From an optimization exercise on the open Yosys and OpenROAD flow, aimed at small area, a short achievable clock period and few clock cycles per item; shortcuts taken in it are not production practice.
At most, simulation tests tie the RTL to the original design; equivalence was not proved.
For run 2, only the layout was checked, not whether the RTL still works.
No activity file was given, so power comes from the tool's default toggle rates.

==> flow/design.v, too long to show whole: its modules and the start of the top module <==
// module math_core_alu: 708 lines
module math_core_alu #(
    parameter int DW = 32,
    parameter int CW = 32
) (
    input  logic          clk,
    input  logic          rst,
    input  logic [0:1]    mode,
    input  logic          in_valid,
    output logic          in_ready,
    input  logic [0:DW-1] ain,
    input  logic [0:DW-1] bin,
    output logic          out_valid,
    input  logic          out_ready,
    output logic [0:DW-1] result,
    output logic          ovf,
    output logic [0:CW-1] statistic,
    input  logic          stat_ld,
    input  logic [0:CW-1] stat_din,
    input  logic          flush,
    output logic          busy
);
  // ...
==> flow/flow/run.sh <==
#!/bin/bash
# The standard layout, with plain buf_1 port buffers and a tighter setup target
# for timing repair; the log of the whole make run goes to standard.log.
bash standard.sh BUFFER_PORTS_ARGS="-buffer_cell sky130_fd_sc_hd__buf_1" SETUP_SLACK_MARGIN=4.8 finish > standard.log 2>&1
==> flow/standard.sh <==
#!/bin/bash
# synth_recipe.tcl (not shown) runs the flow's synth.tcl, then flattens the netlist and writes it again
# the make line also repeats each setting of config.mk as NAME=value (left out here)
make -C /OpenROAD-flow-scripts/flow DESIGN_CONFIG=/design/flow/config.mk WORK_HOME=/design/flow/orfs CLKGATE_MAP_FILE= SYNTH_SCRIPT=/design/flow/synth_recipe.tcl "${@:-finish}"
==> flow/config.mk <==
export PLATFORM = sky130hd
export DESIGN_NAME = math_core_alu
export DESIGN_NICKNAME = math_core_alu
export VERILOG_FILES = /design/flow/design.v
export SDC_FILE = /design/flow/constraint.sdc
export NUM_CORES = 4
export LEC_CHECK = 0
export ABC_AREA = 1
export CAP_MARGIN = 20
export CORE_MARGIN = 2
export CORE_UTILIZATION = 40
export SLEW_MARGIN = 20
==> flow/constraint.sdc <==
create_clock -name core_clock -period 10.0 [get_ports {clk}]
set_input_delay 2.0000 -clock core_clock [delete_from_list [all_inputs] [get_ports {clk}]]
set_output_delay 2.0000 -clock core_clock [all_outputs]
set_load 0.01 [all_outputs]
==> results.cfg, run 1 <==
[final_layout]
nonClockInverterCount = 363
final_cell_mix = 310 x inv_1, 272 x nand2_1, 271 x xor2_1
top_area_cell_class = multi-input combinational cells
regArea_sq_um = 5890
nNonClkBuffers = 300
flops_and_latches = 202

[synthesis]
synth_area_sq_um = 22300
synth_cell_type_count = 64
async_reset_ff_share_pct = 17.3
synth-adder-area-share_pct = 18.0
synth_top_family_by_area = compound AO/OA/AOI/OAI gates

[cts]
ctsRootBufferMaster = clkbuf_16
cts_setup_buffers = 32
cts_buffer_depth = 3
cts.htree.levels = 1

[routing]
avgViaCountPerCell = 6.16
vias = 21700

[placement]
hpwl_microns = 65200
dp.cells = 3393

[setup_path]
critPathArrivalTime_ps = 5430
crit_top_cell = fa_1
critical_path.top_delay_family = adder cells

[pwr]
p_sw_mw = 3.75
peakVddDrop_uv = 218

[timing]
layout_setup_ws_ps = 4880
setup_tns_ps = 0
slew_violations = 0
hold_violations = 0
period_needed_ps = 5120

[run]
maxCapViolations = 0

[run_status]
status = no timing/DRC/antenna violations

[floorplanning]
die_x_microns = 240
Testbench counts, summed over its fixed seeds: cycles 16,016, items 16,000.
==> run 2: changes to the inputs <==
--- a/flow/design.v
+++ b/flow/design.v
@@ -29,18 +29,16 @@
     logic          v1;
     localparam int K = 24;
     logic [31:K]   s2;
     logic [31:K]   c2;
     logic [K-1:0]  lo2;
     logic          ck2;
     logic          k1_2;
     logic          k2_2;
-    logic          mulp2;
-    logic [2-1:0] l32_2;
     logic          v2;
     logic [CW-1:0] r_stat;
     logic          take2;
     logic          en1;
     logic          hs;
     logic          full;
     assign take2    = !v2 || out_ready;
     assign en1      = !full || out_ready;
@@ -84,17 +82,16 @@
             t0 = tm ? (bs2[i] | bs4[i]) : (bs1[i] | bs3[i]);
             if (3*i+2 < 32) b1[3*i+2] = ng;
             if (3*i+1 < 32) b1[3*i+1] = t1 ^ ng;
             b1[3*i] = t0 ^ ng;
         end
     end
     logic [31:0] mul_s, mul_c;
     logic        mul_p32;            
-    logic [2-1:0] mul_l32;        
     wire pp0_0, pp0_1, pp0_2, pp0_3, pp0_4, pp0_5, pp0_6, pp0_7, pp0_8, pp0_9, pp0_10, pp0_11, pp0_12, pp0_13, pp0_14, pp0_15;
     wire pp0_16, pp0_17, pp0_18, pp0_19, pp0_20, pp0_21, pp0_22, pp0_23, pp0_24, pp0_25, pp0_26, pp0_27, pp0_28, pp0_29, pp0_30, pp0_31;
     wire pp0_32, pp1_0, pp1_1, pp1_2, pp1_3, pp1_4, pp1_5, pp1_6, pp1_7, pp1_8, pp1_9, pp1_10, pp1_11, pp1_12, pp1_13, pp1_14;
     wire pp1_15, pp1_16, pp1_17, pp1_18, pp1_19, pp1_20, pp1_21, pp1_22, pp1_23, pp1_24, pp1_25, pp1_26, pp1_27, pp1_28, pp1_29, pp2_0;
     wire pp2_1, pp2_2, pp2_3, pp2_4, pp2_5, pp2_6, pp2_7, pp2_8, pp2_9, pp2_10, pp2_11, pp2_12, pp2_13, pp2_14, pp2_15, pp2_16;
     wire pp2_17, pp2_18, pp2_19, pp2_20, pp2_21, pp2_22, pp2_23, pp2_24, pp2_25, pp2_26, pp3_0, pp3_1, pp3_2, pp3_3, pp3_4, pp3_5;
     wire pp3_6, pp3_7, pp3_8, pp3_9, pp3_10, pp3_11, pp3_12, pp3_13, pp3_14, pp3_15, pp3_16, pp3_17, pp3_18, pp3_19, pp3_20, pp3_21;
     wire pp3_22, pp3_23, pp4_0, pp4_1, pp4_2, pp4_3, pp4_4, pp4_5, pp4_6, pp4_7, pp4_8, pp4_9, pp4_10, pp4_11, pp4_12, pp4_13;
@@ -624,18 +621,17 @@
     assign ts301 = tc242 ^ ts243 ^ ts187;
     assign tc302 = (tc242 & ts243) | (tc242 & ts187) | (ts243 & ts187);
     assign ts303 = tc244 ^ ts245 ^ ts191;
     assign tc304 = (tc244 & ts245) | (tc244 & ts191) | (ts245 & ts191);
     assign ts305 = tc246 ^ ts247 ^ ts195;
     assign tc306 = (tc246 & ts247) | (tc246 & ts195) | (ts247 & ts195);
     assign mul_s = {tc304, tc302, tc300, tc298, tc296, tc294, tc292, tc290, tc288, tc286, tc284, tc282, tc280, tc278, tc276, tc274, tc272, tc270, tc268, tc266, tc264, tc262, tc260, tc258, tc256, tc254, tc252, tc250, ts249, pp0_2, pp0_1, pp0_0};
     assign mul_c = {ts305, ts303, ts301, ts299, ts297, ts295, ts293, ts291, ts289, ts287, ts285, ts283, ts281, ts279, ts277, ts275, ts273, ts271, ts269, ts267, ts265, ts263, ts261, ts259, ts257, ts255, ts253, ts251, bneg[1], 1'b0, 1'b0, bneg[0]};
-    assign mul_p32 = pp0_32 ^ pp1_29 ^ pp2_26 ^ pp3_23 ^ pp4_20 ^ pp5_17 ^ pp6_14 ^ pp7_11 ^ pp8_8 ^ pp9_5 ^ pp10_2 ^ tc24 ^ tc26 ^ tc106 ^ tc108 ^ tc110 ^ tc194 ^ tc196;
-    assign mul_l32 = {tc248, tc306};
+    assign mul_p32 = pp0_32 ^ pp1_29 ^ pp2_26 ^ pp3_23 ^ pp4_20 ^ pp5_17 ^ pp6_14 ^ pp7_11 ^ pp8_8 ^ pp9_5 ^ pp10_2 ^ tc24 ^ tc26 ^ tc106 ^ tc108 ^ tc110 ^ tc194 ^ tc196 ^ tc248 ^ tc306;
     logic [31:0] bsuf;
     logic        g32;
     always_comb begin
         bsuf[31] = b1[31];
         for (int k = 30; k >= 0; k--) bsuf[k] = bsuf[k+1] | b1[k];
         g32 = 1'b0;
         for (int i = 1; i < 32; i++) g32 = g32 | (a1[i] & bsuf[32-i]);
     end
@@ -653,17 +649,17 @@
     assign lo_n   = {1'b0, s_n[K-1:0], is_sub} + {1'b0, c_n[K-1:0], is_sub};
     assign k1_n   = is_sub || (is_mul && (g32 || mul_p32));
     assign k2_n   = is_add || is_sub || (is_mul && !g32);
     logic [33-K:0] hi;
     logic          cout;
     assign hi        = {1'b0, s2, ck2} + {1'b0, c2, ck2};
     assign cout      = hi[33-K];
     assign result    = {hi[32-K:1], lo2};
-    assign ovf       = k1_2 ^ (k2_2 & cout) ^ (mulp2 & (^l32_2));
+    assign ovf       = k1_2 ^ (k2_2 & cout);
     assign out_valid = v2;
     assign statistic = r_stat;
     assign busy      = v1 || v2;
     always_ff @(posedge clk or negedge rst) begin
         if (!rst) begin
             v1     <= 1'b0;
             v2     <= 1'b0;
             full   <= 1'b0;
@@ -696,13 +692,11 @@
     always_ff @(posedge clk) begin
         if (take2) begin
             s2   <= s_n[31:K];
             c2   <= c_n[31:K];
             lo2  <= lo_n[K:1];
             ck2  <= lo_n[K+1];
             k1_2 <= k1_n;
             k2_2 <= k2_n;
-            mulp2 <= is_mul && !g32;
-            l32_2 <= mul_l32;
         end
     end
 endmodule
==> run 2 against run 1 <==
- clock skew shrank 8.3 ps
- register-to-register slack lost 130 ps
- routed wire length grew 3.8%
- die area shrank 0.87%
- synthesized cell count shrank 0.54%
- sequential cell count shrank 3
- combinational power grew 7.5%
- worst hold slack gained 13 ps
- largest power group unchanged
- global-route usage grew 1.6 points
- sequential share of layout area shrank 0.55 points
- utilization grew 0.59 points
- final cell count shrank 0.85%
==> results.cfg, run 2 <==
[run_status]
status = no timing/DRC/antenna violations

[pwr]
power_density_nw_per_um2 = 297
static-leakage-power_nw = 10.6
peakVddDrop_uv = 360

[timing]
worst_pin_slew_ps = 962
setup_tns_ps = 0
period_needed_ps = 5250
max_freq_mhz = 191
slew_violations = 0
final.period_utilization_pct = 52.5
slew_headroom_pct = 35.3
finClkSkew_ps = 12.1
hold_violations = 0
setup_viol = 0
rsz0062_at_grt = yes

[global_routing]
grt-ovfl-total = 0
grt_max_degree = 73
grt_pass1_wl_microns = 135000
antenna_found_initial = 4
grt_pass1_vias = 21000
grt_usage_pct = 32.1

[synthesis]
yosysSeqAreaShare_pct = 26.2
synth-simple-area-share_pct = 11.5
yosys-top-cells-area = edfxtp_1 22%, fa_1 11%, xor2_1 11%
yosysWarnings = 1
synth_top_family_by_area = compound AO/OA/AOI/OAI gates
synth-adder-area-share_pct = 18.2
synth-xor-area-share_pct = 13.7
synth_cells = 2590
muxShareOfSynthArea_pct = 0.0905
synth.top_cell.area_share_pct = 22.3
synth_area_per_cell_sq_um = 8.54
async_reset_ff_share_pct = 17.6
synth_common_cells = 330 x inv_1, 287 x nand2_1, 273 x xor2_1
synth_area_sq_um = 22100
synth_seq_cells = 199
synth_compound_area_share_pct = 20.9
yosysMostFrequentCell = inv_1
yosys.area.top_type = edfxtp_1
synthesis.nets = 2941
synth-edff-count = 164
ys.flop_type = edfxtp_1
synth_cell_type_count = 54

[setup_path]
path_cells = clkinvlp_4, buf_12, o22ai_1, a221oi_2, xor2_1, ha_1, inv_1, fa_1, fa_1, inv_1, fa_1, o22ai_1, a21oi_1, ha_1, a21oi_1, o21ai_2, nand3_1, nand2_1, nand3_1, o21bai_1, xor2_1
crit_top_cell = fa_1
critPathArrivalTime_ps = 5510
criticalPathCategory = flip-flop to flip-flop
critPathRequiredTime_ps = 10260
max_stage_delay_ps = 550
worstPathMaxFanout = 6
startpoint_type = flip-flop
worstSetupEndpointType = flip-flop
critPathSlowestCell = edfxtp_1
rr_worst_depth = 21

[floorplanning]
dieArea_sq_um = 57200
ioPinCount = 172
dieHeight_microns = 239
core_area_sq_um = 54900
die_x_microns = 239
start_util_pct = 40.3
num_rows = 86

[placement]
gp_congestion = 1.02
dp.cells = 3325
place.port_buffers = 171
hpwl_microns = 64400

[routing]
routed_wl_microns = 94500
wire_per_inst_microns = 27.0
avgViaCountPerCell = 6.36
first_pass_iters = 12
drt_iter0_drc = 3344
ant_nets = 0
vias = 22200
drc = 0

[final_layout]
fin_util_pct = 46.7
area_delta_synth_final_pct = 15.9
top_regs = a1 x32, a3_1 x32, r_stat x32
final_common_cell = inv_1
drive_gt1_share_pct = 12.9
multiInputGateArea_sq_um = 14600
nNetsFinal = 3125
regArea_sq_um = 5800
nFillCells = 5305
final_cell_mix = 303 x inv_1, 284 x nand2_1, 270 x xor2_1
final_cells = 3493

[cts]
ctsHoldBuffers = 0
cts_sinks = 199
cts_buffer_depth = 2
cts.htree.levels = 4
tritoncts = done
cts_buffers = 17
path_clk_slew_ps = 70
clock_latency_ps = 520
ctsRootBufferMaster = clkbuf_16

[run]
maxCapViolations = 0

[worst_hold_path]
holdPathStages = 2
hp-class = flip-flop to flip-flop
## run 2: logic make-up after synthesis
group,Yosys count
AO/OA/AOI/OAI,678
AND/OR/NAND/NOR,584
buffers and inverters,538
XOR/XNOR,342
adder cells (fa/ha/maj),247
flip-flops,199
multiplexers,2
## run 2: cell type report
cell class / count / share of cell area, %
diodes: 2 / 0.0195
clock buffers: 21 / 1.84
clock inverters: 11 / 0.405
inverters: 356 / 5.81
multi-input cells: 1853 / 56.9
flip-flops and latches: 199 / 22.6
well taps: 704 / 3.44
repair buffers: 341 / 8.77
repair inverters: 6 / 0.142
## run 2: power breakdown
part	internal (mW)	total [mW]	switching, mW
Clock	0.348	0.702	0.355
Combinational	2.21	5.56	3.35
Sequential	1.16	1.36	0.194
## run 2: through the flow
step | hold WS [ps] | total power, mW | area, sq um | worst slack, ps
after floorplan | 488 | 4.52 | 22100 | 4830
after global placement | 512 | 6.33 | 23200 | 4080
after detailed placement | 549 | 6.35 | 23200 | 4040
after CTS | 569 | 7.15 | 24700 | 4790
after global routing | 586 | 8.11 | 25600 | 4700
final | 560 | 7.62 | 25600 | 4750
## run 2: per-layer routing
layer	GRT usage, %	up-vias	share of wire, %
met1	42.4	10600	39
met4	17.3	2	6.8
met2	46.6	1690	41
li1	-	9509	-
met3	10.3	439	13
met5	0.0866	-	0.012
## run 2: worst max-delay path, delay by kind of cell (launching register included)
| family | cells | cell delay, ps |
|---|---|---|
| XOR/XNOR | 2 | 320 |
| buffers and inverters | 4 | 640 |
| AO/OA/AOI/OAI | 7 | 1080 |
| AND/OR/NAND/NOR | 3 | 260 |
| adder cells (fa/ha/maj) | 5 | 2150 |
| flip-flops | 1 | 550 |
## run 2: what timing repair did
item	4_1_cts	5_1_grt
buffers inserted	69	52
pin swaps	4	36
setup endpoints to repair	12	10
gates resized for setup	69	90
gates cloned	6	7
## run 2: path summary, 6_finish.rpt
path	startpoint	slack, ps	to
min in group asynchronous	rst	1620	r_stat[17]
max in group asynchronous	rst	7800	r_stat[10]
hold reg to reg	v1	560	v2
setup / recovery	a1[13]	4750	lo2[23]
setup reg to reg	a1[13]	4750	lo2[23]
hold / removal	v1	560	v2

re-timing with driven ports:
How much do the figures lean on ideal ports? The routed layouts below were timed once more, with nothing changed but the port constraints.
Step 1 sets driving cells, clkbuf_16 on the clock port and buf_2 on the other inputs (assumed; they add their load-dependent delay and slew).
Step 2 also shifts input and output timing later by t, the mid clock arrival at the registers, as if the neighbouring blocks saw the same clock.
Three values: no drivers, after step 1, after step 2; two values: the first two.
run	t (ns)	slack for setup (ns)	worst setup path after step 2	latest minus earliest clock arrival (ns)
run 1	0.633	4.881 / 4.881 / 4.635	input to register	0.021 / 0.022
run 2	0.576	4.751 / 4.751 / 4.585	input to register	0.014 / 0.014
After both steps every run listed still meets setup and hold. The setup slack of run 1, which loses most, moves by 0.000 ns with the drivers and by -0.246 ns with both steps.
